What follows belongs to an exercise in optimizing a design on an open flow for small area, a short achievable clock period and few clock cycles; a production flow would make more cautious choices. No functional check of the RTL was part of any run shown here. Power figures rest on the tool's default switching activity, not on a simulated workload.

<file path="design/flow/flow/run.sh">
#!/bin/bash
# The standard layout, with repair_timing aiming well past the 10 ns clock so that the
# resizer sizes gates and buffers for the period this design can reach. Constraints unchanged.
set -euo pipefail
MARGIN=$(cat flow/margin.txt)
bash standard.sh SETUP_SLACK_MARGIN=$MARGIN finish > standard_flow.log 2>&1
</file>
<file path="design/flow/flow/margin.txt">
6.8
</file>
<file path="design/flow/standard.sh">
#!/bin/bash
# synth_recipe.tcl (not shown) runs the flow's synth.tcl, then flattens the netlist and writes it again
# the make line also repeats each setting of config.mk as NAME=value (left out here)
make -C /OpenROAD-flow-scripts/flow DESIGN_CONFIG=/design/flow/config.mk WORK_HOME=/design/flow/orfs CLKGATE_MAP_FILE= SYNTH_SCRIPT=/design/flow/synth_recipe.tcl "${@:-finish}"
</file>
<file path="design/flow/config.mk">
export PLATFORM = sky130hd
export DESIGN_NAME = rms_level_meter_peak_hold
export DESIGN_NICKNAME = rms_level_meter_peak_hold
export VERILOG_FILES = /design/flow/design.v
export SDC_FILE = /design/flow/constraint.sdc
export NUM_CORES = 4
export LEC_CHECK = 0
export ABC_CLOCK_PERIOD_IN_PS = 3000
export CAP_MARGIN = 20
export CORE_MARGIN = 2
export CORE_UTILIZATION = 40
export SLEW_MARGIN = 20
</file>
<file path="design/flow/constraint.sdc">
create_clock -name core_clock -period 10.0 [get_ports {i_clk}]
set_input_delay 2.0000 -clock core_clock [delete_from_list [all_inputs] [get_ports {i_clk}]]
set_output_delay 2.0000 -clock core_clock [all_outputs]
set_load 0.01 [all_outputs]
</file>
<file path="design/flow/design.v">
`timescale 1ns / 1ps
package rlm_pkg;
    localparam int RLM_MAX_FRAMES = 256;
    localparam int SAMPLE_W = 16;
    localparam int LEVEL_W  = 7;
    localparam int SUM_W = 39;
endpackage
`timescale 1ns / 1ps
module rlm_ctrl (
    input  logic        i_clk,
    input  logic        i_rst_n,
    input  logic        i_load,
    input  logic [38:0] i_as,
    input  logic [38:0] i_ac,
    input  logic [7:0]  i_nm1,
    input  logic        i_out_ready,
    output logic        o_busy,
    output logic        o_fin,
    output logic        o_valid,
    output logic [6:0]  o_level
);
    logic [4:0]  r_cnt;     
    logic        r_busy;
    logic        r_mul;
    logic        r_dig;     
    logic        r_div;
    logic        r_sqrt;
    logic        r_fin;     
    logic        r_ov;      
    logic [39:0] r_r;
    logic [9:0]  r_c;
    logic        r_cf;      
    logic [38:0] r_rc;      
    logic        r_ca;      
    logic        r_top;     
    wire [2:0] w_ds  = {1'b0, r_r[1:0]} + {1'b0, r_rc[1:0]} + {2'd0, r_ca};
    wire [1:0] w_dig = r_dig ? {w_ds[1] & ~r_top, w_ds[0]} : 2'd0;
    wire [2:0] w_lo  = {1'b0, w_dig} + {1'b0, r_c[1:0]} + {2'd0, r_cf};
    wire [9:0] w_k   = (w_dig == 2'd0) ? 10'd0 : (w_dig == 2'd1) ? 10'd156 :
                       (w_dig == 2'd2) ? 10'd312 : 10'd468;
    wire [9:0] w_cn  = w_k + {2'd0, r_c[9:2]};
    wire [8:0]  w_a   = r_div ? {r_r[39:32], r_r[31]} : {1'b0, r_r[39:32]};
    wire [8:0]  w_b   = r_div ? {1'b0, i_nm1} : {2'b00, r_c[6:0]};
    wire        w_bin = r_div | (r_r[31:30] == 2'b00);
    wire [9:0]  w_d   = {1'b0, w_a} - {1'b0, w_b} - {9'd0, w_bin};
    wire        w_ge  = ~w_d[9];
    wire [7:0]  w_pdiv = w_ge ? w_d[7:0] : w_a[7:0];
    wire [7:0]  w_psq  = w_ge ? {w_d[5:0], r_r[31:30] - 2'd1} : {r_r[37:32], r_r[31:30]};
    wire w_last = (r_cnt == 5'd0);
    always_ff @(posedge i_clk) begin
        if (!i_rst_n) begin
            r_busy <= 1'b0;
            r_mul  <= 1'b0;
            r_div  <= 1'b0;
            r_sqrt <= 1'b0;
            r_fin  <= 1'b0;
            r_ov   <= 1'b0;
        end else if (i_load) begin
            r_busy <= 1'b1;
            r_mul  <= 1'b1;
            r_div  <= 1'b0;
            r_sqrt <= 1'b0;
            r_fin  <= 1'b0;
            r_ov   <= 1'b0;
        end else begin
            if (r_ov & i_out_ready) begin
                r_busy <= 1'b0;
                r_ov   <= 1'b0;
            end
            if (r_fin) begin
                r_ov <= 1'b1;
            end
            r_fin <= w_last & r_sqrt;
            if (w_last) begin
                r_mul  <= 1'b0;
                r_div  <= r_mul;
                r_sqrt <= r_div;
            end
        end
    end
    always_ff @(posedge i_clk) begin
        if (i_load) begin
            r_cnt   <= 5'd23;
            r_dig   <= 1'b1;
            r_r     <= {1'b0, i_as};
            r_rc    <= i_ac;
            r_ca    <= 1'b0;
            r_top   <= 1'b0;
            r_c     <= 10'd0;
            r_cf    <= 1'b0;
        end else begin
            r_cnt   <= w_last ? (r_mul ? 5'd13 : 5'd6) : r_cnt - 5'd1;
            r_top <= (r_cnt == 5'd5);
            if (r_cnt == 5'd4) begin
                r_dig <= 1'b0;
            end
            r_rc       <= {2'b00, r_rc[38:2]};
            r_ca       <= w_ds[2];
            r_cf       <= w_lo[2];
            r_r[17:0]  <= r_r[19:2];
            if (r_div) begin
                r_r[39:32] <= w_last ? 8'd0 : w_pdiv;
                r_r[31:18] <= {r_r[30:18], w_ge};
            end else if (r_sqrt) begin
                r_r[39:32] <= w_psq;
                r_r[31:18] <= {r_r[29:18], 2'b00};
            end else begin
                r_r[39:18] <= {w_lo[1:0], r_r[39:20]};
            end
            if (r_mul) begin
                r_c <= w_cn;
            end else if (r_sqrt) begin
                r_c[6:0] <= {r_c[5:0], w_ge};
            end
        end
    end
    assign o_busy  = r_busy;
    assign o_fin   = r_fin;
    assign o_valid = r_ov;
    assign o_level = r_c[6:0];
endmodule
`timescale 1ns / 1ps
module rlm_csa (
    input  logic [14:0] y,
    input  logic        s,
    input  logic [38:0] as_,
    input  logic [38:0] ac,
    output logic [38:0] os_,
    output logic [38:0] oc
);
    wire w0 = y[0] & y[2];
    wire w1 = y[0] & y[3];
    wire w2 = y[0] & y[4];
    wire w3 = y[0] & y[5];
    wire w4 = y[0] & y[6];
    wire w5 = y[0] & y[7];
    wire w6 = y[0] & y[8];
    wire w7 = y[0] & y[9];
    wire w8 = y[0] & y[10];
    wire w9 = y[0] & y[11];
    wire w10 = y[0] & y[12];
    wire w11 = y[0] & y[13];
    wire w12 = y[0] & y[14];
    wire w13 = y[1] & y[3];
    wire w14 = y[1] & y[4];
    wire w15 = y[1] & y[5];
    wire w16 = y[1] & y[6];
    wire w17 = y[1] & y[7];
    wire w18 = y[1] & y[8];
    wire w19 = y[1] & y[9];
    wire w20 = y[1] & y[10];
    wire w21 = y[1] & y[11];
    wire w22 = y[1] & y[12];
    wire w23 = y[1] & y[13];
    wire w24 = y[1] & y[14];
    wire w25 = y[2] & y[4];
    wire w26 = y[2] & y[5];
    wire w27 = y[2] & y[6];
    wire w28 = y[2] & y[7];
    wire w29 = y[2] & y[8];
    wire w30 = y[2] & y[9];
    wire w31 = y[2] & y[10];
    wire w32 = y[2] & y[11];
    wire w33 = y[2] & y[12];
    wire w34 = y[2] & y[13];
    wire w35 = y[2] & y[14];
    wire w36 = y[3] & y[5];
    wire w37 = y[3] & y[6];
    wire w38 = y[3] & y[7];
    wire w39 = y[3] & y[8];
    wire w40 = y[3] & y[9];
    wire w41 = y[3] & y[10];
    wire w42 = y[3] & y[11];
    wire w43 = y[3] & y[12];
    wire w44 = y[3] & y[13];
    wire w45 = y[3] & y[14];
    wire w46 = y[4] & y[6];
    wire w47 = y[4] & y[7];
    wire w48 = y[4] & y[8];
    wire w49 = y[4] & y[9];
    wire w50 = y[4] & y[10];
    wire w51 = y[4] & y[11];
    wire w52 = y[4] & y[12];
    wire w53 = y[4] & y[13];
    wire w54 = y[4] & y[14];
    wire w55 = y[5] & y[7];
    wire w56 = y[5] & y[8];
    wire w57 = y[5] & y[9];
    wire w58 = y[5] & y[10];
    wire w59 = y[5] & y[11];
    wire w60 = y[5] & y[12];
    wire w61 = y[5] & y[13];
    wire w62 = y[5] & y[14];
    wire w63 = y[6] & y[8];
    wire w64 = y[6] & y[9];
    wire w65 = y[6] & y[10];
    wire w66 = y[6] & y[11];
    wire w67 = y[6] & y[12];
    wire w68 = y[6] & y[13];
    wire w69 = y[6] & y[14];
    wire w70 = y[7] & y[9];
    wire w71 = y[7] & y[10];
    wire w72 = y[7] & y[11];
    wire w73 = y[7] & y[12];
    wire w74 = y[7] & y[13];
    wire w75 = y[7] & y[14];
    wire w76 = y[8] & y[10];
    wire w77 = y[8] & y[11];
    wire w78 = y[8] & y[12];
    wire w79 = y[8] & y[13];
    wire w80 = y[8] & y[14];
    wire w81 = y[9] & y[11];
    wire w82 = y[9] & y[12];
    wire w83 = y[9] & y[13];
    wire w84 = y[9] & y[14];
    wire w85 = y[10] & y[12];
    wire w86 = y[10] & y[13];
    wire w87 = y[10] & y[14];
    wire w88 = y[11] & y[13];
    wire w89 = y[11] & y[14];
    wire w90 = y[12] & y[14];
    wire w91 = y[1] & ~y[0];
    wire w92 = y[0] & y[1];
    wire w93 = y[2] & ~y[1];
    wire w94 = y[1] & y[2];
    wire w95 = y[3] & ~y[2];
    wire w96 = y[2] & y[3];
    wire w97 = y[4] & ~y[3];
    wire w98 = y[3] & y[4];
    wire w99 = y[5] & ~y[4];
    wire w100 = y[4] & y[5];
    wire w101 = y[6] & ~y[5];
    wire w102 = y[5] & y[6];
    wire w103 = y[7] & ~y[6];
    wire w104 = y[6] & y[7];
    wire w105 = y[8] & ~y[7];
    wire w106 = y[7] & y[8];
    wire w107 = y[9] & ~y[8];
    wire w108 = y[8] & y[9];
    wire w109 = y[10] & ~y[9];
    wire w110 = y[9] & y[10];
    wire w111 = y[11] & ~y[10];
    wire w112 = y[10] & y[11];
    wire w113 = y[12] & ~y[11];
    wire w114 = y[11] & y[12];
    wire w115 = y[13] & ~y[12];
    wire w116 = y[12] & y[13];
    wire w117 = y[14] & ~y[13];
    wire w118 = y[13] & y[14];
    wire w119 = y[0] ^ s;
    wire w120 = s & y[0];
    wire w121 = s & y[1];
    wire w122 = s & y[2];
    wire w123 = s & y[3];
    wire w124 = s & y[4];
    wire w125 = s & y[5];
    wire w126 = s & y[6];
    wire w127 = s & y[7];
    wire w128 = s & y[8];
    wire w129 = s & y[9];
    wire w130 = s & y[10];
    wire w131 = s & y[11];
    wire w132 = s & y[12];
    wire w133 = s & y[13];
    wire w134 = s & y[14];
    wire w135 = w10 ^ w21;
    wire w136 = w10 & w21;
    wire w137 = w11 ^ w22 ^ w32;
    wire w138 = (w11 & w22) | (w11 & w32) | (w22 & w32);
    wire w139 = w12 ^ w23 ^ w33;
    wire w140 = (w12 & w23) | (w12 & w33) | (w23 & w33);
    wire w141 = w42 ^ w50;
    wire w142 = w42 & w50;
    wire w143 = w24 ^ w34 ^ w43;
    wire w144 = (w24 & w34) | (w24 & w43) | (w34 & w43);
    wire w145 = w35 ^ w44;
    wire w146 = w35 & w44;
    wire w147 = w4 ^ w15;
    wire w148 = w4 & w15;
    wire w149 = w5 ^ w16 ^ w26;
    wire w150 = (w5 & w16) | (w5 & w26) | (w16 & w26);
    wire w151 = w6 ^ w17 ^ w27;
    wire w152 = (w6 & w17) | (w6 & w27) | (w17 & w27);
    wire w153 = w36 ^ w98;
    wire w154 = w36 & w98;
    wire w155 = w7 ^ w18 ^ w28;
    wire w156 = (w7 & w18) | (w7 & w28) | (w18 & w28);
    wire w157 = w37 ^ w99 ^ w129;
    wire w158 = (w37 & w99) | (w37 & w129) | (w99 & w129);
    wire w159 = w8 ^ w19 ^ w29;
    wire w160 = (w8 & w19) | (w8 & w29) | (w19 & w29);
    wire w161 = w38 ^ w46 ^ w100;
    wire w162 = (w38 & w46) | (w38 & w100) | (w46 & w100);
    wire w163 = w130 ^ as_[11];
    wire w164 = w130 & as_[11];
    wire w165 = w9 ^ w20 ^ w30;
    wire w166 = (w9 & w20) | (w9 & w30) | (w20 & w30);
    wire w167 = w39 ^ w47 ^ w101;
    wire w168 = (w39 & w47) | (w39 & w101) | (w47 & w101);
    wire w169 = w131 ^ as_[12] ^ ac[12];
    wire w170 = (w131 & as_[12]) | (w131 & ac[12]) | (as_[12] & ac[12]);
    wire w171 = w135 ^ w31 ^ w40;
    wire w172 = (w135 & w31) | (w135 & w40) | (w31 & w40);
    wire w173 = w48 ^ w55 ^ w102;
    wire w174 = (w48 & w55) | (w48 & w102) | (w55 & w102);
    wire w175 = w132 ^ as_[13] ^ ac[13];
    wire w176 = (w132 & as_[13]) | (w132 & ac[13]) | (as_[13] & ac[13]);
    wire w177 = w136 ^ w137 ^ w41;
    wire w178 = (w136 & w137) | (w136 & w41) | (w137 & w41);
    wire w179 = w49 ^ w56 ^ w103;
    wire w180 = (w49 & w56) | (w49 & w103) | (w56 & w103);
    wire w181 = w133 ^ as_[14] ^ ac[14];
    wire w182 = (w133 & as_[14]) | (w133 & ac[14]) | (as_[14] & ac[14]);
    wire w183 = w138 ^ w139 ^ w141;
    wire w184 = (w138 & w139) | (w138 & w141) | (w139 & w141);
    wire w185 = w57 ^ w63 ^ w104;
    wire w186 = (w57 & w63) | (w57 & w104) | (w63 & w104);
    wire w187 = w134 ^ as_[15] ^ ac[15];
    wire w188 = (w134 & as_[15]) | (w134 & ac[15]) | (as_[15] & ac[15]);
    wire w189 = w140 ^ w142 ^ w143;
    wire w190 = (w140 & w142) | (w140 & w143) | (w142 & w143);
    wire w191 = w51 ^ w58 ^ w64;
    wire w192 = (w51 & w58) | (w51 & w64) | (w58 & w64);
    wire w193 = w105 ^ as_[16] ^ ac[16];
    wire w194 = (w105 & as_[16]) | (w105 & ac[16]) | (as_[16] & ac[16]);
    wire w195 = w144 ^ w145 ^ w52;
    wire w196 = (w144 & w145) | (w144 & w52) | (w145 & w52);
    wire w197 = w59 ^ w65 ^ w70;
    wire w198 = (w59 & w65) | (w59 & w70) | (w65 & w70);
    wire w199 = w106 ^ as_[17] ^ ac[17];
    wire w200 = (w106 & as_[17]) | (w106 & ac[17]) | (as_[17] & ac[17]);
    wire w201 = w146 ^ w45 ^ w53;
    wire w202 = (w146 & w45) | (w146 & w53) | (w45 & w53);
    wire w203 = w60 ^ w66 ^ w71;
    wire w204 = (w60 & w66) | (w60 & w71) | (w66 & w71);
    wire w205 = w107 ^ as_[18] ^ ac[18];
    wire w206 = (w107 & as_[18]) | (w107 & ac[18]) | (as_[18] & ac[18]);
    wire w207 = w54 ^ w61 ^ w67;
    wire w208 = (w54 & w61) | (w54 & w67) | (w61 & w67);
    wire w209 = w72 ^ w76 ^ w108;
    wire w210 = (w72 & w76) | (w72 & w108) | (w76 & w108);
    wire w211 = as_[19] ^ ac[19];
    wire w212 = as_[19] & ac[19];
    wire w213 = w62 ^ w68 ^ w73;
    wire w214 = (w62 & w68) | (w62 & w73) | (w68 & w73);
    wire w215 = w77 ^ w109 ^ as_[20];
    wire w216 = (w77 & w109) | (w77 & as_[20]) | (w109 & as_[20]);
    wire w217 = w69 ^ w74 ^ w78;
    wire w218 = (w69 & w74) | (w69 & w78) | (w74 & w78);
    wire w219 = w81 ^ w110;
    wire w220 = w81 & w110;
    wire w221 = w75 ^ w79 ^ w82;
    wire w222 = (w75 & w79) | (w75 & w82) | (w79 & w82);
    wire w223 = w80 ^ w83;
    wire w224 = w80 & w83;
    wire w225 = w91 ^ w120;
    wire w226 = w91 & w120;
    wire w227 = w0 ^ w92 ^ w122;
    wire w228 = (w0 & w92) | (w0 & w122) | (w92 & w122);
    wire w229 = w1 ^ w93 ^ w123;
    wire w230 = (w1 & w93) | (w1 & w123) | (w93 & w123);
    wire w231 = w2 ^ w13 ^ w94;
    wire w232 = (w2 & w13) | (w2 & w94) | (w13 & w94);
    wire w233 = w124 ^ as_[5];
    wire w234 = w124 & as_[5];
    wire w235 = w3 ^ w14 ^ w95;
    wire w236 = (w3 & w14) | (w3 & w95) | (w14 & w95);
    wire w237 = w125 ^ as_[6] ^ ac[6];
    wire w238 = (w125 & as_[6]) | (w125 & ac[6]) | (as_[6] & ac[6]);
    wire w239 = w147 ^ w25 ^ w96;
    wire w240 = (w147 & w25) | (w147 & w96) | (w25 & w96);
    wire w241 = w126 ^ as_[7] ^ ac[7];
    wire w242 = (w126 & as_[7]) | (w126 & ac[7]) | (as_[7] & ac[7]);
    wire w243 = w148 ^ w149 ^ w97;
    wire w244 = (w148 & w149) | (w148 & w97) | (w149 & w97);
    wire w245 = w127 ^ as_[8] ^ ac[8];
    wire w246 = (w127 & as_[8]) | (w127 & ac[8]) | (as_[8] & ac[8]);
    wire w247 = w150 ^ w151 ^ w153;
    wire w248 = (w150 & w151) | (w150 & w153) | (w151 & w153);
    wire w249 = w128 ^ as_[9] ^ ac[9];
    wire w250 = (w128 & as_[9]) | (w128 & ac[9]) | (as_[9] & ac[9]);
    wire w251 = w152 ^ w154 ^ w155;
    wire w252 = (w152 & w154) | (w152 & w155) | (w154 & w155);
    wire w253 = w157 ^ as_[10] ^ ac[10];
    wire w254 = (w157 & as_[10]) | (w157 & ac[10]) | (as_[10] & ac[10]);
    wire w255 = w156 ^ w158 ^ w159;
    wire w256 = (w156 & w158) | (w156 & w159) | (w158 & w159);
    wire w257 = w161 ^ w163 ^ ac[11];
    wire w258 = (w161 & w163) | (w161 & ac[11]) | (w163 & ac[11]);
    wire w259 = w160 ^ w162 ^ w164;
    wire w260 = (w160 & w162) | (w160 & w164) | (w162 & w164);
    wire w261 = w165 ^ w167 ^ w169;
    wire w262 = (w165 & w167) | (w165 & w169) | (w167 & w169);
    wire w263 = w166 ^ w168 ^ w170;
    wire w264 = (w166 & w168) | (w166 & w170) | (w168 & w170);
    wire w265 = w171 ^ w173 ^ w175;
    wire w266 = (w171 & w173) | (w171 & w175) | (w173 & w175);
    wire w267 = w172 ^ w174 ^ w176;
    wire w268 = (w172 & w174) | (w172 & w176) | (w174 & w176);
    wire w269 = w177 ^ w179 ^ w181;
    wire w270 = (w177 & w179) | (w177 & w181) | (w179 & w181);
    wire w271 = w178 ^ w180 ^ w182;
    wire w272 = (w178 & w180) | (w178 & w182) | (w180 & w182);
    wire w273 = w183 ^ w185 ^ w187;
    wire w274 = (w183 & w185) | (w183 & w187) | (w185 & w187);
    wire w275 = w184 ^ w186 ^ w188;
    wire w276 = (w184 & w186) | (w184 & w188) | (w186 & w188);
    wire w277 = w189 ^ w191 ^ w193;
    wire w278 = (w189 & w191) | (w189 & w193) | (w191 & w193);
    wire w279 = w190 ^ w192 ^ w194;
    wire w280 = (w190 & w192) | (w190 & w194) | (w192 & w194);
    wire w281 = w195 ^ w197 ^ w199;
    wire w282 = (w195 & w197) | (w195 & w199) | (w197 & w199);
    wire w283 = w196 ^ w198 ^ w200;
    wire w284 = (w196 & w198) | (w196 & w200) | (w198 & w200);
    wire w285 = w201 ^ w203 ^ w205;
    wire w286 = (w201 & w203) | (w201 & w205) | (w203 & w205);
    wire w287 = w202 ^ w204 ^ w206;
    wire w288 = (w202 & w204) | (w202 & w206) | (w204 & w206);
    wire w289 = w207 ^ w209 ^ w211;
    wire w290 = (w207 & w209) | (w207 & w211) | (w209 & w211);
    wire w291 = w208 ^ w210 ^ w212;
    wire w292 = (w208 & w210) | (w208 & w212) | (w210 & w212);
    wire w293 = w213 ^ w215 ^ ac[20];
    wire w294 = (w213 & w215) | (w213 & ac[20]) | (w215 & ac[20]);
    wire w295 = w214 ^ w216 ^ w217;
    wire w296 = (w214 & w216) | (w214 & w217) | (w216 & w217);
    wire w297 = w219 ^ as_[21] ^ ac[21];
    wire w298 = (w219 & as_[21]) | (w219 & ac[21]) | (as_[21] & ac[21]);
    wire w299 = w218 ^ w220 ^ w221;
    wire w300 = (w218 & w220) | (w218 & w221) | (w220 & w221);
    wire w301 = w111 ^ as_[22] ^ ac[22];
    wire w302 = (w111 & as_[22]) | (w111 & ac[22]) | (as_[22] & ac[22]);
    wire w303 = w222 ^ w223 ^ w85;
    wire w304 = (w222 & w223) | (w222 & w85) | (w223 & w85);
    wire w305 = w112 ^ as_[23] ^ ac[23];
    wire w306 = (w112 & as_[23]) | (w112 & ac[23]) | (as_[23] & ac[23]);
    wire w307 = w224 ^ w84 ^ w86;
    wire w308 = (w224 & w84) | (w224 & w86) | (w84 & w86);
    wire w309 = w113 ^ as_[24] ^ ac[24];
    wire w310 = (w113 & as_[24]) | (w113 & ac[24]) | (as_[24] & ac[24]);
    wire w311 = w87 ^ w88 ^ w114;
    wire w312 = (w87 & w88) | (w87 & w114) | (w88 & w114);
    wire w313 = as_[25] ^ ac[25];
    wire w314 = as_[25] & ac[25];
    wire w315 = w89 ^ w115 ^ as_[26];
    wire w316 = (w89 & w115) | (w89 & as_[26]) | (w115 & as_[26]);
    wire w317 = w90 ^ w116;
    wire w318 = w90 & w116;
    wire w319 = w225 ^ w121;
    wire w320 = w225 & w121;
    wire w321 = w226 ^ w227 ^ as_[3];
    wire w322 = (w226 & w227) | (w226 & as_[3]) | (w227 & as_[3]);
    wire w323 = w228 ^ w229 ^ as_[4];
    wire w324 = (w228 & w229) | (w228 & as_[4]) | (w229 & as_[4]);
    wire w325 = w230 ^ w231 ^ w233;
    wire w326 = (w230 & w231) | (w230 & w233) | (w231 & w233);
    wire w327 = w232 ^ w234 ^ w235;
    wire w328 = (w232 & w234) | (w232 & w235) | (w234 & w235);
    wire w329 = w236 ^ w238 ^ w239;
    wire w330 = (w236 & w238) | (w236 & w239) | (w238 & w239);
    wire w331 = w240 ^ w242 ^ w243;
    wire w332 = (w240 & w242) | (w240 & w243) | (w242 & w243);
    wire w333 = w244 ^ w246 ^ w247;
    wire w334 = (w244 & w246) | (w244 & w247) | (w246 & w247);
    wire w335 = w248 ^ w250 ^ w251;
    wire w336 = (w248 & w250) | (w248 & w251) | (w250 & w251);
    wire w337 = w252 ^ w254 ^ w255;
    wire w338 = (w252 & w254) | (w252 & w255) | (w254 & w255);
    wire w339 = w256 ^ w258 ^ w259;
    wire w340 = (w256 & w258) | (w256 & w259) | (w258 & w259);
    wire w341 = w260 ^ w262 ^ w263;
    wire w342 = (w260 & w262) | (w260 & w263) | (w262 & w263);
    wire w343 = w264 ^ w266 ^ w267;
    wire w344 = (w264 & w266) | (w264 & w267) | (w266 & w267);
    wire w345 = w268 ^ w270 ^ w271;
    wire w346 = (w268 & w270) | (w268 & w271) | (w270 & w271);
    wire w347 = w272 ^ w274 ^ w275;
    wire w348 = (w272 & w274) | (w272 & w275) | (w274 & w275);
    wire w349 = w276 ^ w278 ^ w279;
    wire w350 = (w276 & w278) | (w276 & w279) | (w278 & w279);
    wire w351 = w280 ^ w282 ^ w283;
    wire w352 = (w280 & w282) | (w280 & w283) | (w282 & w283);
    wire w353 = w284 ^ w286 ^ w287;
    wire w354 = (w284 & w286) | (w284 & w287) | (w286 & w287);
    wire w355 = w288 ^ w290 ^ w291;
    wire w356 = (w288 & w290) | (w288 & w291) | (w290 & w291);
    wire w357 = w292 ^ w294 ^ w295;
    wire w358 = (w292 & w294) | (w292 & w295) | (w294 & w295);
    wire w359 = w296 ^ w298 ^ w299;
    wire w360 = (w296 & w298) | (w296 & w299) | (w298 & w299);
    wire w361 = w300 ^ w302 ^ w303;
    wire w362 = (w300 & w302) | (w300 & w303) | (w302 & w303);
    wire w363 = w304 ^ w306 ^ w307;
    wire w364 = (w304 & w306) | (w304 & w307) | (w306 & w307);
    wire w365 = w308 ^ w310 ^ w311;
    wire w366 = (w308 & w310) | (w308 & w311) | (w310 & w311);
    wire w367 = w312 ^ w314 ^ w315;
    wire w368 = (w312 & w314) | (w312 & w315) | (w314 & w315);
    wire w369 = w316 ^ w317 ^ as_[27];
    wire w370 = (w316 & w317) | (w316 & as_[27]) | (w317 & as_[27]);
    wire w371 = w318 ^ w117 ^ as_[28];
    wire w372 = (w318 & w117) | (w318 & as_[28]) | (w117 & as_[28]);
    wire w373 = w118 ^ as_[29];
    wire w374 = w118 & as_[29];
    wire w375 = w119 ^ as_[0];
    wire w376 = w119 & as_[0];
    wire w377 = as_[1] ^ ac[1];
    wire w378 = as_[1] & ac[1];
    wire w379 = w319 ^ as_[2] ^ ac[2];
    wire w380 = (w319 & as_[2]) | (w319 & ac[2]) | (as_[2] & ac[2]);
    wire w381 = w320 ^ w321 ^ ac[3];
    wire w382 = (w320 & w321) | (w320 & ac[3]) | (w321 & ac[3]);
    wire w383 = w322 ^ w323 ^ ac[4];
    wire w384 = (w322 & w323) | (w322 & ac[4]) | (w323 & ac[4]);
    wire w385 = w324 ^ w325 ^ ac[5];
    wire w386 = (w324 & w325) | (w324 & ac[5]) | (w325 & ac[5]);
    wire w387 = w326 ^ w327 ^ w237;
    wire w388 = (w326 & w327) | (w326 & w237) | (w327 & w237);
    wire w389 = w328 ^ w329 ^ w241;
    wire w390 = (w328 & w329) | (w328 & w241) | (w329 & w241);
    wire w391 = w330 ^ w331 ^ w245;
    wire w392 = (w330 & w331) | (w330 & w245) | (w331 & w245);
    wire w393 = w332 ^ w333 ^ w249;
    wire w394 = (w332 & w333) | (w332 & w249) | (w333 & w249);
    wire w395 = w334 ^ w335 ^ w253;
    wire w396 = (w334 & w335) | (w334 & w253) | (w335 & w253);
    wire w397 = w336 ^ w337 ^ w257;
    wire w398 = (w336 & w337) | (w336 & w257) | (w337 & w257);
    wire w399 = w338 ^ w339 ^ w261;
    wire w400 = (w338 & w339) | (w338 & w261) | (w339 & w261);
    wire w401 = w340 ^ w341 ^ w265;
    wire w402 = (w340 & w341) | (w340 & w265) | (w341 & w265);
    wire w403 = w342 ^ w343 ^ w269;
    wire w404 = (w342 & w343) | (w342 & w269) | (w343 & w269);
    wire w405 = w344 ^ w345 ^ w273;
    wire w406 = (w344 & w345) | (w344 & w273) | (w345 & w273);
    wire w407 = w346 ^ w347 ^ w277;
    wire w408 = (w346 & w347) | (w346 & w277) | (w347 & w277);
    wire w409 = w348 ^ w349 ^ w281;
    wire w410 = (w348 & w349) | (w348 & w281) | (w349 & w281);
    wire w411 = w350 ^ w351 ^ w285;
    wire w412 = (w350 & w351) | (w350 & w285) | (w351 & w285);
    wire w413 = w352 ^ w353 ^ w289;
    wire w414 = (w352 & w353) | (w352 & w289) | (w353 & w289);
    wire w415 = w354 ^ w355 ^ w293;
    wire w416 = (w354 & w355) | (w354 & w293) | (w355 & w293);
    wire w417 = w356 ^ w357 ^ w297;
    wire w418 = (w356 & w357) | (w356 & w297) | (w357 & w297);
    wire w419 = w358 ^ w359 ^ w301;
    wire w420 = (w358 & w359) | (w358 & w301) | (w359 & w301);
    wire w421 = w360 ^ w361 ^ w305;
    wire w422 = (w360 & w361) | (w360 & w305) | (w361 & w305);
    wire w423 = w362 ^ w363 ^ w309;
    wire w424 = (w362 & w363) | (w362 & w309) | (w363 & w309);
    wire w425 = w364 ^ w365 ^ w313;
    wire w426 = (w364 & w365) | (w364 & w313) | (w365 & w313);
    wire w427 = w366 ^ w367 ^ ac[26];
    wire w428 = (w366 & w367) | (w366 & ac[26]) | (w367 & ac[26]);
    wire w429 = w368 ^ w369 ^ ac[27];
    wire w430 = (w368 & w369) | (w368 & ac[27]) | (w369 & ac[27]);
    wire w431 = w370 ^ w371 ^ ac[28];
    wire w432 = (w370 & w371) | (w370 & ac[28]) | (w371 & ac[28]);
    wire w433 = w372 ^ w373 ^ ac[29];
    wire w434 = (w372 & w373) | (w372 & ac[29]) | (w373 & ac[29]);
    wire w435 = w374 ^ as_[30] ^ ac[30];
    wire w436 = (w374 & as_[30]) | (w374 & ac[30]) | (as_[30] & ac[30]);
    wire w437 = as_[31] ^ ac[31];
    wire w438 = as_[31] & ac[31];
    wire w439 = as_[32] ^ ac[32];
    wire w440 = as_[32] & ac[32];
    wire w441 = as_[33] ^ ac[33];
    wire w442 = as_[33] & ac[33];
    wire w443 = as_[34] ^ ac[34];
    wire w444 = as_[34] & ac[34];
    wire w445 = as_[35] ^ ac[35];
    wire w446 = as_[35] & ac[35];
    wire w447 = as_[36] ^ ac[36];
    wire w448 = as_[36] & ac[36];
    wire w449 = as_[37] ^ ac[37];
    wire w450 = as_[37] & ac[37];
    wire w451 = as_[38] ^ ac[38];
    wire w452 = as_[38] & ac[38];
    assign os_[0] = w375;
    assign oc[0] = ac[0];
    assign os_[1] = w376;
    assign oc[1] = w377;
    assign os_[2] = w378;
    assign oc[2] = w379;
    assign os_[3] = w380;
    assign oc[3] = w381;
    assign os_[4] = w382;
    assign oc[4] = w383;
    assign os_[5] = w384;
    assign oc[5] = w385;
    assign os_[6] = w386;
    assign oc[6] = w387;
    assign os_[7] = w388;
    assign oc[7] = w389;
    assign os_[8] = w390;
    assign oc[8] = w391;
    assign os_[9] = w392;
    assign oc[9] = w393;
    assign os_[10] = w394;
    assign oc[10] = w395;
    assign os_[11] = w396;
    assign oc[11] = w397;
    assign os_[12] = w398;
    assign oc[12] = w399;
    assign os_[13] = w400;
    assign oc[13] = w401;
    assign os_[14] = w402;
    assign oc[14] = w403;
    assign os_[15] = w404;
    assign oc[15] = w405;
    assign os_[16] = w406;
    assign oc[16] = w407;
    assign os_[17] = w408;
    assign oc[17] = w409;
    assign os_[18] = w410;
    assign oc[18] = w411;
    assign os_[19] = w412;
    assign oc[19] = w413;
    assign os_[20] = w414;
    assign oc[20] = w415;
    assign os_[21] = w416;
    assign oc[21] = w417;
    assign os_[22] = w418;
    assign oc[22] = w419;
    assign os_[23] = w420;
    assign oc[23] = w421;
    assign os_[24] = w422;
    assign oc[24] = w423;
    assign os_[25] = w424;
    assign oc[25] = w425;
    assign os_[26] = w426;
    assign oc[26] = w427;
    assign os_[27] = w428;
    assign oc[27] = w429;
    assign os_[28] = w430;
    assign oc[28] = w431;
    assign os_[29] = w432;
    assign oc[29] = w433;
    assign os_[30] = w434;
    assign oc[30] = w435;
    assign os_[31] = w436;
    assign oc[31] = w437;
    assign os_[32] = w438;
    assign oc[32] = w439;
    assign os_[33] = w440;
    assign oc[33] = w441;
    assign os_[34] = w442;
    assign oc[34] = w443;
    assign os_[35] = w444;
    assign oc[35] = w445;
    assign os_[36] = w446;
    assign oc[36] = w447;
    assign os_[37] = w448;
    assign oc[37] = w449;
    assign os_[38] = w450;
    assign oc[38] = w451;
endmodule
`timescale 1ns / 1ps
module rms_level_meter_peak_hold #(
    parameter int MAX_FRAMES = rlm_pkg::RLM_MAX_FRAMES
) (
    input  logic                                i_clk,
    input  logic                                i_rst_n,
    input  logic                                i_in_valid,
    output logic                                o_in_ready,
    input  logic signed [rlm_pkg::SAMPLE_W-1:0] i_sample,
    input  logic                                i_last_sample,
    output logic                                o_out_valid,
    input  logic                                i_out_ready,
    output logic [rlm_pkg::LEVEL_W-1:0]         o_level,
    output logic [rlm_pkg::LEVEL_W-1:0]         o_peak_level
);
    localparam int SW = rlm_pkg::SUM_W;
    logic          r_rdy;      
    logic [7:0]    r_cnt;      
    logic [7:0]    r_ncap;     
    logic [14:0]   r_y;        
    logic          r_s;        
    logic          r_v;        
    logic          r_cl;       
    logic          r_done;     
    logic          r_xfer;     
    logic          r_zero;     
    logic [SW-1:0] r_as;
    logic [SW-1:0] r_ac;
    logic [6:0]    r_pk;
    wire       w_busy;
    wire       w_fin;
    wire       w_ov;
    wire [6:0] w_level;
    wire w_full    = ~r_cl & ((r_v & (r_cnt == 8'd254)) | (~r_v & (r_cnt == 8'd255)));
    wire w_take_in = i_in_valid & r_rdy & i_rst_n;
    wire w_close   = w_take_in & (i_last_sample | w_full);
    wire w_block   = r_cl | r_done | w_busy;
    wire w_unblock = r_xfer & ~r_cl;
    wire w_ncap_ld = (r_cl & r_rdy) | (w_unblock & ~r_rdy);
    wire w_busy_n  = r_xfer | (w_busy & ~(w_ov & i_out_ready));
    wire w_done_n  = r_cl | (r_done & ~r_xfer);
    always_ff @(posedge i_clk) begin
        if (!i_rst_n) begin
            r_rdy  <= 1'b1;
            r_cnt  <= 8'd0;
            r_v    <= 1'b0;
            r_cl   <= 1'b0;
            r_done <= 1'b0;
            r_xfer <= 1'b0;
            r_zero <= 1'b1;
        end else begin
            if (r_rdy) begin
                r_rdy <= ~(w_close & w_block);
            end else begin
                r_rdy <= w_unblock;
            end
            if (w_ncap_ld) begin
                r_cnt <= 8'd0;
            end else if (r_v & ~r_cl) begin
                r_cnt <= r_cnt + 8'd1;
            end
            r_v    <= w_take_in;
            r_cl   <= w_close;
            r_done <= w_done_n;
            r_xfer <= w_done_n & ~w_busy_n;
            r_zero <= w_done_n & ~w_busy_n;
        end
    end
    always_ff @(posedge i_clk) begin
        if (w_ncap_ld) begin
            r_ncap <= r_cnt;
        end
    end
    always_ff @(posedge i_clk) begin
        r_y <= w_take_in ? (i_sample[14:0] ^ {15{i_sample[15]}}) : 15'd0;
        r_s <= w_take_in & i_sample[15];
    end
    wire [SW-1:0] w_as;
    wire [SW-1:0] w_ac;
    rlm_csa u_csa (
        .y   (r_y),
        .s   (r_s),
        .as_ (r_as & {SW{~r_zero}}),
        .ac  (r_ac & {SW{~r_zero}}),
        .os_ (w_as),
        .oc  (w_ac)
    );
    always_ff @(posedge i_clk) begin
        r_as <= w_as;
        r_ac <= w_ac;
    end
    rlm_ctrl u_lvl (
        .i_clk   (i_clk),
        .i_rst_n (i_rst_n),
        .i_load  (r_xfer),
        .i_as    (r_as),
        .i_ac    (r_ac),
        .i_nm1   (r_ncap),
        .i_out_ready (i_out_ready),
        .o_busy  (w_busy),
        .o_fin   (w_fin),
        .o_valid (w_ov),
        .o_level (w_level)
    );
    always_ff @(posedge i_clk) begin
        if (!i_rst_n) begin
            r_pk <= 7'd0;
        end else if (w_fin && (w_level > r_pk)) begin
            r_pk <= w_level;
        end
    end
    assign o_in_ready   = r_rdy;
    assign o_out_valid  = w_ov;
    assign o_level      = w_level;
    assign o_peak_level = r_pk;
endmodule
</file>
==> results of run 1 <==
-- through the flow --
| stage | hold WS [ns] | setup WS, ns | area, µm² |
|---|---|---|---|
| after floorplan | 0.421 | 6.80 | 13400 |
| after global placement | 0.438 | 5.48 | 14000 |
| after detailed placement | 0.442 | 5.49 | 14000 |
| after CTS | 0.437 | 6.70 | 15200 |
| after global routing | 0.455 | 6.68 | 15400 |
| final | 0.430 | 6.74 | 15400 |
-- cells in the mapped netlist (3+ instances only) --
master	n	area share [%]
a211oi_1	7	0.39
o2111ai_1	3	0.20
a21oi_1	33	1.2
mux2i_1	36	2.7
buf_4	8	0.45
nor2_1	67	1.9
mux2_2	61	5.1
inv_1	188	5.3
nand2b_1	37	1.7
dfxtp_1	219	33
fa_1	141	21
nor2b_1	68	3.2
ha_1	60	5.6
edfxtp_1	8	1.8
xor2_1	8	0.52
clkbuf_1	46	1.3
a21o_1	3	0.17
or3_1	3	0.14
nand2_1	96	2.7
a22oi_1	3	0.17
nor3b_1	5	0.28
nand4_1	6	0.28
a221o_1	3	0.22
buf_1	8	0.22
o21ai_0	32	1.2
and2_1	87	4.1
a31oi_1	3	0.14
o21a_1	4	0.22
nand3_1	7	0.26
nor3_1	4	0.15
xnor2_1	22	1.4
-- metal layers --
layer / vias up / global-route usage (%)
met2: 107 / 26.7
met5: - / 0
li1: 4233 / -
met1: 4214 / 20.2
met4: 0 / 3.85
met3: 28 / 2.33
-- sequential cells by signal, indices dropped and copies added, names as in the netlist, 5 cells and up --
name and flops:
u_lvl.r_r 40, r_ac 39, r_as 39, u_lvl.r_rc 39
r_y 15, u_lvl.r_c 10, r_cnt 8, r_ncap 8
r_pk 7, u_lvl.r_cnt 5
-- area by class of cell --
cell class                      instances  area share [%]
Multi-Input combinational cell        839            51.4
Tap cell                              442            3.59
Clock inverter                          8           0.472
Timing Repair Buffer                   76            4.32
Sequential cell                       227            30.6
Inverter                              188            4.59
Clock buffer                           39            5.01
-- power by group through the flow --
| stage | Combinational, mW | Clock [mW] | Sequential (mW) |
|---|---|---|---|
| floorplan | 0.779 | 0 | 1.11 |
| global placement | 0.888 | 0 | 1.18 |
| detailed placement | 0.917 | 0 | 1.18 |
| CTS | 1.01 | 0.941 | 1.14 |
| global route | 1.25 | 0.980 | 1.16 |
| finish | 1.12 | 0.910 | 1.14 |
-- cells in the final DEF (no fill, tap or decap), types with 8 or more instances in the layout --
master,count
edfxtp_1,8
inv_1,188
xnor2_1,21
clkbuf_16,27
nand2b_1,36
a21oi_1,32
mux2_2,61
mux2i_1,36
dfxtp_4,20
nand2_1,96
o21ai_0,31
dfxtp_1,187
and2_1,86
nor2_1,67
ha_1,58
xor2_1,8
buf_4,37
clkdlybuf4s15_2,9
nor2b_1,68
clkdlybuf4s50_1,19
dfxtp_2,12
fa_1,135
-- cells by family after synthesis --
logic type,after synthesis
adders and majority gates,201
and+or+nand+nor,392
xor gates and xnor gates,30
buffers and inverters,254
muxes,99
AOI/OAI and AO/OA,115
DFF,227
-- path summary, 6_finish.rpt --
check | cells after the start | slack (ns) | from | to
worst min-delay path | 1 | 0.43 | u_lvl.r_rc[37] | u_lvl.r_rc[35]
worst min register to register | 1 | 0.43 | u_lvl.r_rc[37] | u_lvl.r_rc[35]
worst max register to register | 8 | 6.88 | r_y[12] | r_ac[17]
worst max-delay path | 1 | 6.74 | u_lvl.r_c[4] | o_level[4]
-- repair_timing --
item,CTS,global route
gates resized for setup,83,39
setup endpoints to repair,66,36
endpoints found under the hold margin,0,0
buffers inserted,25,12
cloned,1,1
pin swaps,7,18
==> results by group, run 1 <==
Setup path
  – Crit start category: register
  – Req. time, crit path: 8.00 ns
  – CP arrival: 1.26 ns
  – CP Buf/Inv Count: 1
  – Worst Setup End Kind: primary output
  – CP top delay family: flip-flops
  – Worst path cell trace: dlygate4sd2_1
  – Slowest CP cell: dfxtp_2
  – Crit Path Category: register to primary output
  – CP peak stage delay: 0.42 ns
  – Worst-path maximum fanout: 7

Route
  – Top Layer Used: met4
  – WL/cell: 14.4 µm
  – Met2 WL: 12400 µm
  – Routed Wire Length: 26200 µm
  – Antenna viol nets, final: 0
  – M1 WL: 12400 µm
  – Met3 Wirelength: 929 µm
  – Detailed Routing Iterations Pass 1: 6
  – DRC viols: 0
  – DR vias: 8582
  – DRT iter0 DRCs: 274
  – DR vias/cell: 4.72

Die
  – Row count: 66
  – Die height: 187 µm
  – Initial Utilization: 40.8%
  – # IOs: 37
  – Core region area: 0.0328 mm²
  – Die width: 187 µm
  – Die area: 0.0349 mm²

Logic synthesis
  – Post-synthesis cell count: 1318
  – Mux cell area share after synthesis: 8.05%
  – Mapped cell area: 0.0134 mm²
  – Library cells used by synthesis: 63
  – Compound-gate portion of the synthesized area: 5.76%
  – Mapped Nets: 1540
  – Synth Area per Inst: 10.2 µm²
  – XOR/XNOR share of the synthesized area: 1.96%
  – Main combinational cell family by area after synthesis: adder cells
  – Share of flip-flops with an asynchronous set or reset: 0%
  – Post-synth EDFFs: 8
  – Synth Area in Simple Gates: 15.5%
  – Seq/Total Area, Yosys: 34.6%
  – Post-synthesis adder-cell area fraction: 26.7%
  – FF+latch count, synth: 227
  – Warnings from Yosys: 2
  – Most used flip-flop cell after synthesis: dfxtp_1

Pwr
  – Net switching power: 1.07 mW
  – Total Power: 3.17 mW
  – Int Power: 2.11 mW
  – Gate power share: 35.3%
  – PD cells: 206 mW/mm²
  – Sw frac: 33.6%
  – Clk pwr share: 28.7%
  – Leak: 6.73 nW
  – Register share of total power: 36.0%
  – Peak supply drop: 163 µV

Clock tree
  – CTS tree: built
  – Clock-pin slew on the worst setup and hold paths: 0.06 ns
  – H-tree depth: 1
  – Clk buf depth: 3
  – Clock sink count: 227
  – CTS hold repair buffers: 0
  – Insertion delay to the later sink of the worst-skew pair: 0.55 ns
  – CTS root buf: clkbuf_16
  – Num CTS Buffers: 26

STA
  – Fin Setup TNS: 0 ns
  – RSZ-0062 raised after global routing: yes
  – Min Tclk post-route: 3.26 ns
  – Max Slew Vio Count: 0
  – Setup violations, final: 0
  – Post-route clock period utilization: 32.6%
  – Slew margin rel.: 35.9%
  – Final Hold Fails: 0
  – Final clock skew: 0.0315 ns
  – Slew @ Worst Pin: 0.962 ns
  – Fmax: 306 MHz

Cells and area
  – Ant diodes: 0
  – Nets: 1580
  – # fillers: 3106
  – Multi-input logic area: 0.00790 mm²
  – Final Non-Filler Cells: 1819
  – Layout area overhead: 14.9%
  – Layout cells sized above 1: 15.9%
  – Final Core Density: 46.9%
  – Register area: 0.00471 mm²

Min path
  – Class of the worst hold path: register to register

Run
  – Maxcap violations: 0

Place
  – Cell count after placement: 1733
  – Dpl hpwl: 18100 µm
  – RePlAce Congestion: 0.784
  – IO Port Bufs: 36

Global routing
  – Vias in the first global route: 9049
  – GR Overflow Total: 0
  – All-Layer GR Usage: 15.4%
  – First-pass GRT wire length: 44300 µm
  – Initial antenna violation count: 0
  – Largest net degree at the start of global routing: 78

Run status
  – Status: no timing/DRC/antenna violations
==> run 2: changes to the inputs <==
--- a/design/flow/config.mk
+++ b/design/flow/config.mk
@@ -9,4 +9,7 @@
 export CAP_MARGIN = 20
 export CORE_MARGIN = 2
 export CORE_UTILIZATION = 40
+export CTS_BUF_LIST = sky130_fd_sc_hd__clkbuf_8 sky130_fd_sc_hd__clkbuf_16
+export CTS_CLUSTER_DIAMETER = 80
+export CTS_CLUSTER_SIZE = 20
 export SLEW_MARGIN = 20
==> run 2 against run 1 <==
Wire length down 0.28%; count of clock-buffer cells in the layout is 22 lower; global-route usage fell by 0.093 points; power shrank 6.5%; first-iteration DRC count increased by 25%; synthesized cell count is the same; combinational power hardly changed; register-to-register slack got worse by 0.03 ns; critical path depth is the same.
==> results by group, run 2 <==
Run status
  – Status: no timing/DRC/antenna violations

Logic synthesis
  – Warnings from Yosys: 2
  – Share of flip-flops with an asynchronous set or reset: 0%
  – Cell taking the most area after synthesis: dfxtp_1
  – Mapped Nets: 1540
  – FF+latch count, synth: 227
  – Most frequent cells after synthesis: 219 x dfxtp_1, 188 x inv_1, 141 x fa_1
  – Post-synth EDFFs: 8
  – Most used flip-flop cell after synthesis: dfxtp_1
  – Synth Area per Inst: 10.2 µm²
  – Top cell type's share of synthesized area: 32.8%
  – Mapped cell area: 0.0134 mm²
  – Most common cell in the synthesized netlist: dfxtp_1
  – Post-synthesis cell count: 1318
  – Library cells used by synthesis: 63
  – Largest cells by area after synthesis: dfxtp_1 33%, fa_1 21%, ha_1 5.6%
  – Seq/Total Area, Yosys: 34.6%

Setup path
  – Worst-path maximum fanout: 6
  – CP top delay family: flip-flops
  – CP arrival: 1.17 ns
  – Worst path cell trace: dlygate4sd2_1
  – CP peak stage delay: 0.40 ns
  – Worst Setup End Kind: primary output
  – Slowest CP cell: dfxtp_2
  – Req. time, crit path: 8.00 ns
  – Crit start category: register
  – Total stage count of the critical path: 1
  – Crit Path Category: register to primary output
  – R2R setup slack: 6.85 ns
  – Cells on worst reg2reg path: 12
  – CP Buf/Inv Count: 1

Die
  – Core region area: 0.0328 mm²
  – # IOs: 37
  – Die width: 187 µm
  – Row count: 66
  – Die height: 187 µm
  – Die area: 0.0349 mm²
  – Initial Utilization: 40.8%

Global routing
  – Largest net degree at the start of global routing: 78
  – GR Overflow Total: 0
  – Met1 Usage GRT: 20.4%
  – Initial antenna violation count: 0
  – All-Layer GR Usage: 15.3%
  – Top Usage Layer GRT: met2
  – M3 GR Usage: 1.73%
  – Vias in the first global route: 8954
  – Met2 GRT Util: 26.5%
  – First-pass GRT wire length: 44200 µm

Pwr
  – Net switching power: 1.04 mW
  – Leak: 6.60 nW
  – Clk pwr share: 23.4%
  – PD cells: 197 mW/mm²
  – Sw frac: 35.0%
  – Int Power: 1.93 mW
  – Peak supply drop: 138 µV
  – Gate power share: 37.8%
  – Total Power: 2.97 mW
  – Register share of total power: 38.8%

Route
  – Routed Wire Length: 26100 µm
  – Detailed Routing Iterations Pass 1: 4
  – DRT iter0 DRCs: 343
  – WL/cell: 14.5 µm
  – Antenna viol nets, final: 0
  – DRC viols: 0
  – DR vias/cell: 4.74
  – DR vias: 8537

Cells and area
  – Nets: 1571
  – Layout cells sized above 1: 13.4%
  – Layout area overhead: 12.5%
  – Max FFs per register: 40
  – Most frequent cells in the layout: 191 x inv_1, 191 x dfxtp_1, 136 x fa_1, 96 x nand2_1, 87 x and2_1
  – Most flops, register: u_lvl.r_r
  – Ant diodes: 0

STA
  – Min Hold Slack: 0.457 ns
  – Fin Setup TNS: 0 ns
  – Setup WS post-layout: 6.83 ns
  – RSZ-0062 raised after global routing: yes
  – Setup violations, final: 0
  – Min Tclk post-route: 3.17 ns
  – Fmax: 316 MHz
  – Post-route clock period utilization: 31.7%
  – Final clock skew: 0.0164 ns
  – Max Slew Vio Count: 0
  – Final Hold Fails: 0
  – Slew @ Worst Pin: 0.946 ns
  – Slew margin rel.: 36.9%

Clock tree
  – Clock sink count: 227
  – CTS root buf: clkbuf_16
  – Num CTS Buffers: 17
  – CTS hold repair buffers: 0
  – Clk buf depth: 3
  – Clock-pin slew on the worst setup and hold paths: 0.08 ns
  – Insertion delay to the later sink of the worst-skew pair: 0.50 ns
  – H-tree depth: 1
  – CTS tree: built

Run
  – Maxcap violations: 0

Place
  – RePlAce Congestion: 0.784
  – Dpl hpwl: 18100 µm
  – DP Worst Slack: 5.49 ns
  – IO Port Bufs: 36

Min path
  – Worst hold path depth: 1
  – Class of the worst hold path: register to register
run 2: cell counts after synthesis:
Identical to the previous run, type by type.
run 2: routing by layer:
metal | vias up | part of all wire, %
li1 | 4193 | -
met1 | 4184 | 47
met2 | 127 | 47
met3 | 33 | 3.4
met4 | 0 | 2.2
met5 | - | 0
run 2: power groups by stage:
stage	sequential (mW)	clock, mW	combinational (mW)
finish	1.15	0.696	1.12
global route	1.17	0.752	1.25
CTS	1.16	0.724	0.984
detailed placement	1.18	0	0.917
global placement	1.18	0	0.888
floorplan	1.11	0	0.779
run 2: layout make-up:
class | count | area, µm²
tap | 442 | 553
timing repair buffer | 76 | 659
multi-input combinational | 839 | 7880
fill | 3141 | 17700
inverter | 188 | 706
clock buffer | 17 | 425
clock inverter | 11 | 114
sequential | 227 | 4710
run 2: path summary, 6_finish.rpt:
kind / from / end
setup / recovery: u_lvl.r_c[5] / o_level[5]
hold / removal: u_lvl.r_r[6] / u_lvl.r_r[4]
setup reg to reg: u_lvl.r_r[0] / u_lvl.r_c[7]
hold reg to reg: u_lvl.r_r[6] / u_lvl.r_r[4]
run 2: metrics by stage:
step / std cells / util [%] / area (µm²)
global route: 1800 / 45.9 / 15100
CTS: 1783 / 45.3 / 14900
finish: 1800 / 45.9 / 15100
global placement: 1733 / 42.8 / 14000
floorplan: 1318 / - / 13400
detailed placement: 1733 / 42.8 / 14000
run 2: kinds of logic (layout without fill, tap and decap cells):
| logic type | count (synthesis) | in the layout | share of synthesized area (%) |
|---|---|---|---|
| simple gates | 392 | 392 | 15.5 |
| buf+inv | 254 | 292 | 7.48 |
| flops | 227 | 227 | 34.6 |
| fa+ha+maj | 201 | 201 | 26.7 |
| compound gates | 115 | 117 | 5.76 |
| mux | 99 | 99 | 8.05 |
| xor+xnor | 30 | 30 | 1.96 |
run 2: repair_timing:
action                                  CTS  global route
cloned                                    1             1
endpoints found under the setup margin   67            31
gates resized for setup                  65            24
setup buffers                            21            16
pin swaps                                 7            10
==> run 3: changes to the inputs <==
--- a/design/flow/config.mk
+++ b/design/flow/config.mk
@@ -9,7 +9,7 @@
 export CAP_MARGIN = 20
 export CORE_MARGIN = 2
 export CORE_UTILIZATION = 40
-export CTS_BUF_LIST = sky130_fd_sc_hd__clkbuf_8 sky130_fd_sc_hd__clkbuf_16
-export CTS_CLUSTER_DIAMETER = 80
-export CTS_CLUSTER_SIZE = 20
+export CTS_BUF_LIST = sky130_fd_sc_hd__clkbuf_8
+export CTS_CLUSTER_DIAMETER = 60
+export CTS_CLUSTER_SIZE = 16
 export SLEW_MARGIN = 20
==> run 3 against run 2 <==
Via count rose by 0.61%; global-route usage barely moved; area after synthesis did not move.
==> results by group, run 3 <==
Place
  – RePlAce Congestion: 0.784
  – Dpl hpwl: 18100 µm
  – IO Port Bufs: 36
  – Cell count after placement: 1733
  – DP Worst Slack: 5.49 ns

Setup path
  – Req. time, crit path: 8.00 ns
  – Worst path cell trace: clkdlybuf4s15_2
  – Crit Path Category: register to primary output
  – Cells on worst reg2reg path: 8
  – R2r endpoint: r_ac[17]
  – CP top delay family: flip-flops
  – R2R setup slack: 6.87 ns
  – Slowest CP cell: dfxtp_4
  – CP peak stage delay: 0.36 ns
  – RR Startpoint: r_y[12]
  – Critical Path Source: u_lvl.r_c[2]
  – Worst Setup End Kind: primary output
  – CP Buf/Inv Count: 1
  – CP arrival: 1.15 ns
  – Crit start category: register
  – Worst-path maximum fanout: 2

Die
  – Row count: 66
  – # IOs: 37
  – Initial Utilization: 40.8%
  – Die width: 187 µm
  – Core region area: 0.0328 mm²
  – Die area: 0.0349 mm²
  – Die height: 187 µm

Logic synthesis
  – Post-synthesis cell count: 1318
  – Seq/Total Area, Yosys: 34.6%
  – Cell taking the most area after synthesis: dfxtp_1
  – Post-synth EDFFs: 8
  – Share of flip-flops with an asynchronous set or reset: 0%
  – Largest cells by area after synthesis: dfxtp_1 33%, fa_1 21%, ha_1 5.6%
  – Warnings from Yosys: 2
  – Top cell type's share of synthesized area: 32.8%
  – FF+latch count, synth: 227
  – Synth Area per Inst: 10.2 µm²
  – Library cells used by synthesis: 63
  – Mapped Nets: 1540
  – Mapped cell area: 0.0134 mm²
  – Most common cell in the synthesized netlist: dfxtp_1
  – Most used flip-flop cell after synthesis: dfxtp_1
  – Most frequent cells after synthesis: 219 x dfxtp_1, 188 x inv_1, 141 x fa_1

Run status
  – Status: no timing/DRC/antenna violations

Cells and area
  – Final Non-Filler Cells: 1816
  – Most frequent cells in the layout: 189 x inv_1, 184 x dfxtp_1, 136 x fa_1, 96 x nand2_1, 87 x and2_1
  – Nets: 1581
  – Layout area overhead: 13.1%
  – # fillers: 3152
  – Most flops, register: u_lvl.r_r
  – Max FFs per register: 40
  – Commonest non-fill, non-tap cell in the layout: inv_1
  – Ant diodes: 0
  – Register area: 0.00472 mm²
  – Multi-input logic area: 0.00789 mm²
  – Layout cells sized above 1: 16.2%

STA
  – Final Hold Fails: 0
  – Fin Setup TNS: 0 ns
  – Post-route clock period utilization: 31.5%
  – Slew @ Worst Pin: 0.977 ns
  – Fmax: 317 MHz
  – RSZ-0062 raised after global routing: yes
  – Final clock skew: 0.0440 ns
  – Min Tclk post-route: 3.15 ns
  – Min Hold Slack: 0.451 ns
  – Setup WS post-layout: 6.85 ns
  – Slew margin rel.: 34.9%
  – Max Slew Vio Count: 0
  – Setup violations, final: 0

Global routing
  – GR Overflow Total: 0
  – Vias in the first global route: 9024
  – Largest net degree at the start of global routing: 78
  – All-Layer GR Usage: 15.3%
  – Initial antenna violation count: 0
  – First-pass GRT wire length: 44400 µm

Route
  – Detailed Routing Iterations Pass 1: 4
  – DR vias: 8589
  – Antenna viol nets, final: 0
  – DRC viols: 0
  – Met2 WL: 12200 µm
  – WL/cell: 14.3 µm
  – M1 WL: 12500 µm
  – DRT iter0 DRCs: 280
  – Top Layer Used: met4
  – Routed Wire Length: 26000 µm
  – Met3 Wirelength: 868 µm
  – DR vias/cell: 4.73

Clock tree
  – Num CTS Buffers: 22
  – Clk buf depth: 3
  – CTS tree: built
  – H-tree depth: 1
  – CTS root buf: clkbuf_8
  – Clock sink count: 227
  – Clock-pin slew on the worst setup and hold paths: 0.11 ns
  – CTS hold repair buffers: 0
  – Insertion delay to the later sink of the worst-skew pair: 0.58 ns

Min path
  – Worst hold start: u_lvl.r_rc[34]
  – WHS Endpoint: u_lvl.r_rc[32]
  – Worst hold path depth: 1
  – Class of the worst hold path: register to register

Pwr
  – PD cells: 193 mW/mm²
  – Total Power: 2.93 mW
  – Peak supply drop: 125 µV
  – Leak: 6.60 nW

Run
  – Maxcap violations: 0
==> run 3: cell types whose count changed in the layout (fill, tap and decap cells not counted), moves of 5 or more <==
cell / before / now
clkdlybuf4s15_2: 0 / 13
buf_4: 37 / 42
dlygate4sd2_1: 12 / 0
clkbuf_16: 17 / 0
clkbuf_8: 0 / 25
dfxtp_1: 191 / 184
dfxtp_2: 8 / 14
==> run 3: layout make-up <==
class,count,share of cell area [%]
Inverter,188,4.66
Timing Repair Buffer,82,4.91
Multi-Input combinational cell,838,52.1
Clock buffer,25,2.27
Sequential cell,227,31.2
Clock inverter,14,1.21
Tap cell,442,3.65
==> run 3: timing repair <==
action / 4_1_cts / 5_1_grt
hold endpoints to repair: 0 / 0
gates resized for setup: 101 / 28
pin swaps: 7 / 17
setup buffers: 31 / 12
endpoints found under the setup margin: 65 / 29
cloned: 1 / 0
==> run 3: report_power, final <==
group / internal (mW) / total [mW] / switching [mW]
logic: 0.546 / 1.13 / 0.584
clock network: 0.321 / 0.666 / 0.346
registers: 1.04 / 1.13 / 0.0947
==> run 3: logic make-up after synthesis <==
family,after synthesis,synth area share [%]
xor+xnor,30,1.96
mux,99,8.05
simple gates,392,15.5
flops,227,34.6
compound gates,115,5.76
fa+ha+maj,201,26.7
buf+inv,254,7.48
==> run 3: per-stage QoR <==
step	utilization [%]	area, µm²
global route	46.2	15100
floorplan	-	13400
global placement	42.8	14000
finish	46.2	15100
CTS	45.7	15000
detailed placement	42.8	14000
==> run 3: layer usage <==
layer,GRT usage (%),vias to the layer above
li1,-,4228
met1,20.4,4212
met2,26.6,110
met3,1.74,39
met4,4.00,0
met5,0,-
==> run 3: worst max path at each step <==
stage                   endpoint  slack [ns]  cells after the start
finish                o_level[2]        6.85                      1
global route        u_lvl.r_c[8]        6.76                     13
CTS                   o_level[0]        6.80                      1
detailed placement         r_rdy        5.49                      5
global placement           r_rdy        5.48                      5
floorplan               r_ac[17]        6.80                      9
==> run 4: changes to the inputs <==
==> design/flow/flow/run.sh (replaced) <==
#!/bin/bash
# The standard layout, with repair_timing aiming well past the 10 ns clock so that the
# resizer sizes gates and buffers for the period this design can reach, and a plain buffer
# (not a delay cell) on each port. Constraints unchanged.
set -euo pipefail
MARGIN=$(cat flow/margin.txt)
bash standard.sh SETUP_SLACK_MARGIN=$MARGIN "BUFFER_PORTS_ARGS=-buffer_cell sky130_fd_sc_hd__buf_2" finish > standard_flow.log 2>&1
==> design/flow/flow/margin.txt (replaced) <==
7.1
==> run 4 against run 3 <==
Still clean; via count rose by 2.3%; clock skew fell by 0.0084 ns; first-iteration DRC count rose by 23%; utilization rose by 2.3 points; synthesized cell count did not move; wire length rose by 6.7%; highest routed layer unchanged.
==> results by group, run 4 <==
Global routing
  – Vias in the first global route: 9219
  – All-Layer GR Usage: 16.0%
  – GR Overflow Total: 0
  – First-pass GRT wire length: 46200 µm
  – Largest net degree at the start of global routing: 78
  – Initial antenna violation count: 1

Cells and area
  – Layout cells sized above 1: 26.9%
  – Ant diodes: 0
  – # fillers: 2979
  – Layout area overhead: 18.8%
  – Commonest non-fill, non-tap cell in the layout: dfxtp_1
  – Final Non-Filler Cells: 1856
  – Most frequent cells in the layout: 181 x dfxtp_1, 164 x inv_1, 111 x fa_1, 94 x nand2_1, 72 x and2_1
  – Most flops, register: u_lvl.r_r
  – Final instance area: 0.0159 mm²
  – Nets: 1618
  – Max FFs per register: 40

Logic synthesis
  – Post-synthesis cell count: 1318
  – Mapped cell area: 0.0134 mm²
  – Most common cell in the synthesized netlist: dfxtp_1
  – Library cells used by synthesis: 63
  – Seq/Total Area, Yosys: 34.6%
  – Most used flip-flop cell after synthesis: dfxtp_1
  – Synth Area per Inst: 10.2 µm²
  – Share of flip-flops with an asynchronous set or reset: 0%
  – FF+latch count, synth: 227
  – Cell taking the most area after synthesis: dfxtp_1
  – Most frequent cells after synthesis: 219 x dfxtp_1, 188 x inv_1, 141 x fa_1
  – Largest cells by area after synthesis: dfxtp_1 33%, fa_1 21%, ha_1 5.6%
  – Warnings from Yosys: 2
  – Top cell type's share of synthesized area: 32.8%
  – Post-synth EDFFs: 8
  – Mapped Nets: 1540

Pwr
  – Net switching power: 1.17 mW
  – Leak: 6.88 nW
  – Clk pwr share: 20.8%
  – PD cells: 203 mW/mm²
  – Sw frac: 36.2%
  – Peak supply drop: 144 µV
  – Int Power: 2.06 mW
  – Total Power: 3.22 mW
  – Gate power share: 43.7%
  – Register share of total power: 35.6%

Setup path
  – R2R setup slack: 6.85 ns
  – Crit Path Category: register to register
  – Worst-path maximum fanout: 4
  – Worst Setup End Kind: register
  – Crit start category: register
  – CP arrival: 3.59 ns
  – Req. time, crit path: 10.45 ns

Route
  – DR vias: 8785
  – WL/cell: 15.0 µm
  – DRC viols: 0
  – DR vias/cell: 4.73
  – Detailed Routing Iterations Pass 1: 4
  – DRT iter0 DRCs: 343
  – Routed Wire Length: 27800 µm
  – Antenna viol nets, final: 0

Place
  – IO Port Bufs: 36
  – Cell count after placement: 1733
  – RePlAce Congestion: 0.804
  – Post-DP Area: 0.0139 mm²
  – DP Worst Slack: 5.99 ns
  – Dpl hpwl: 18200 µm

STA
  – RSZ-0062 raised after global routing: yes
  – Max Slew Vio Count: 0
  – Fin Setup TNS: 0 ns
  – Post-route clock period utilization: 31.5%
  – Min Tclk post-route: 3.15 ns
  – Setup WS post-layout: 6.85 ns
  – Slew margin rel.: 44.3%
  – Final Hold Fails: 0
  – Fmax: 318 MHz
  – Final clock skew: 0.0356 ns
  – Setup violations, final: 0
  – Slew @ Worst Pin: 0.835 ns

Die
  – Die height: 187 µm
  – Core region area: 0.0328 mm²
  – Row count: 66
  – Die area: 0.0349 mm²
  – Die width: 187 µm
  – # IOs: 37
  – Initial Utilization: 40.8%

Clock tree
  – Num CTS Buffers: 25
  – Insertion delay to the later sink of the worst-skew pair: 0.58 ns
  – CTS hold repair buffers: 0
  – CTS tree: built
  – CTS root buf: clkbuf_8
  – Clk buf depth: 3
  – Clock-pin slew on the worst setup and hold paths: 0.10 ns
  – Clock sink count: 227
  – H-tree depth: 1

Min path
  – Class of the worst hold path: register to register

Run
  – Maxcap violations: 0

Run status
  – Status: no timing/DRC/antenna violations
-- run 4: changes by cell type in the layout (fill, tap and decap cells not counted), sizes merged --
cell           previous run  this run
inv                     193       197
clkinv                    5         7
clkinvlp                  1         3
clkdlybuf4s15            14         0
clkdlybuf4s50            19         0
buf                      48       115
bufinv                    3         1
-- run 4: metal layers --
| layer | vias to the layer above | part of all wire [%] | global-route usage [%] |
|---|---|---|---|
| met2 | 140 | 47 | 26.6 |
| met3 | 39 | 3.3 | 2.27 |
| met1 | 4304 | 48 | 21.8 |
| li1 | 4302 | - | - |
| met5 | - | 0 | 0 |
| met4 | 0 | 2.2 | 4.49 |
-- run 4: cell type report --
type | instances | area (µm²) | area share, %
multi-input cells | 838 | 8300 | 52.2
inverters | 188 | 706 | 4.44
clock buffers | 25 | 344 | 2.16
clock inverters | 20 | 199 | 1.25
flip-flops and latches | 227 | 4740 | 29.8
well taps | 442 | 553 | 3.48
repair buffers | 116 | 1060 | 6.66
-- run 4: worst paths after layout --
path / start / endpoint / cells past startpoint
min: u_lvl.r_rc[4] / u_lvl.r_rc[2] / 1
max reg2reg: u_lvl.r_r[0] / u_lvl.r_c[7] / 12
max: u_lvl.r_r[0] / u_lvl.r_c[7] / 12
min reg2reg: u_lvl.r_rc[4] / u_lvl.r_rc[2] / 1
-- run 4: worst max-delay path, stage by stage, from the launching register on --
cell and delay (ns):
dfxtp_2 0.34, fa_2 0.38, fa_1 0.50, nand3b_1 0.21, ha_4 0.35, inv_2 0.04
ha_4 0.20, a21o_1 0.16, a21oi_2 0.14, nand2b_4 0.16, a21boi_4 0.05, or3_1 0.30
a31o_2 0.20
-- run 4: per-stage QoR --
stage / hold WS, ns / util [%]
5_1_grt: 0.477 / 48.5
4_1_cts: 0.466 / 46.5
2_1_floorplan: 0.421 / -
3_5_place_dp: 0.443 / 42.4
3_3_place_gp: 0.440 / 42.4
6_report: 0.463 / 48.5
-- run 4: timing repair --
action,4_1_cts,5_1_grt
gates resized for setup,114,106
endpoints found under the setup margin,66,73
cloned,1,1
pin swaps,40,62
buffers inserted,48,28
-- run 4: cells by family (layout without fill, tap and decap cells) --
kind of cell / count (synthesis) / after routing / share of synthesized area [%]
simple gates: 392 / 392 / 15.5
buf+inv: 254 / 349 / 7.48
flops: 227 / 227 / 34.6
fa+ha+maj: 201 / 201 / 26.7
compound gates: 115 / 116 / 5.76
mux: 99 / 99 / 8.05
xor+xnor: 30 / 30 / 1.96
-- run 4: power by group through the flow --
stage                     Clock (mW)  Sequential [mW]  Combinational [mW]
final                          0.669             1.15                1.41
after floorplan                    0             1.11               0.794
after global placement             0             1.18               0.892
after CTS                      0.691             1.14                1.19
after detailed placement           0             1.18               0.911
after global routing           0.726             1.16                1.55

[separate check: timing with driven ports]
The flow's constraints put no driver on any port. The routed layouts listed below were extracted and timed again, unchanged, in two steps. Step 1, drivers: a clkbuf_16 drives i_clk and a buf_2 each remaining input, both assumed. Step 2 also shifts input and output timing later by t, the mid clock arrival at the registers, as if the neighbouring blocks saw the same clock. Three values: ideal ports, drivers, drivers and shift; two values: the first two.
| run | t (ns) | setup WS [ns] | latest minus earliest clock arrival (ns) | slew at the worst register clock pin (ns) |
|---|---|---|---|---|
| run 1 | 0.583 | 6.735 / 6.686 / 6.609 | 0.034 / 0.034 | 0.06 / 0.06 |
| run 2 | 0.543 | 6.832 / 6.785 / 6.618 | 0.018 / 0.018 | 0.08 / 0.08 |
| run 3 | 0.595 | 6.846 / 6.807 / 6.606 | 0.045 / 0.045 | 0.11 / 0.11 |
| run 4 | 0.608 | 6.853 / 6.853 / 6.734 | 0.038 / 0.038 | 0.10 / 0.10 |
After both steps setup and hold are still met in every run listed. The setup slack of run 3, which loses most, moves by -0.039 ns with the drivers and by -0.240 ns with both steps.
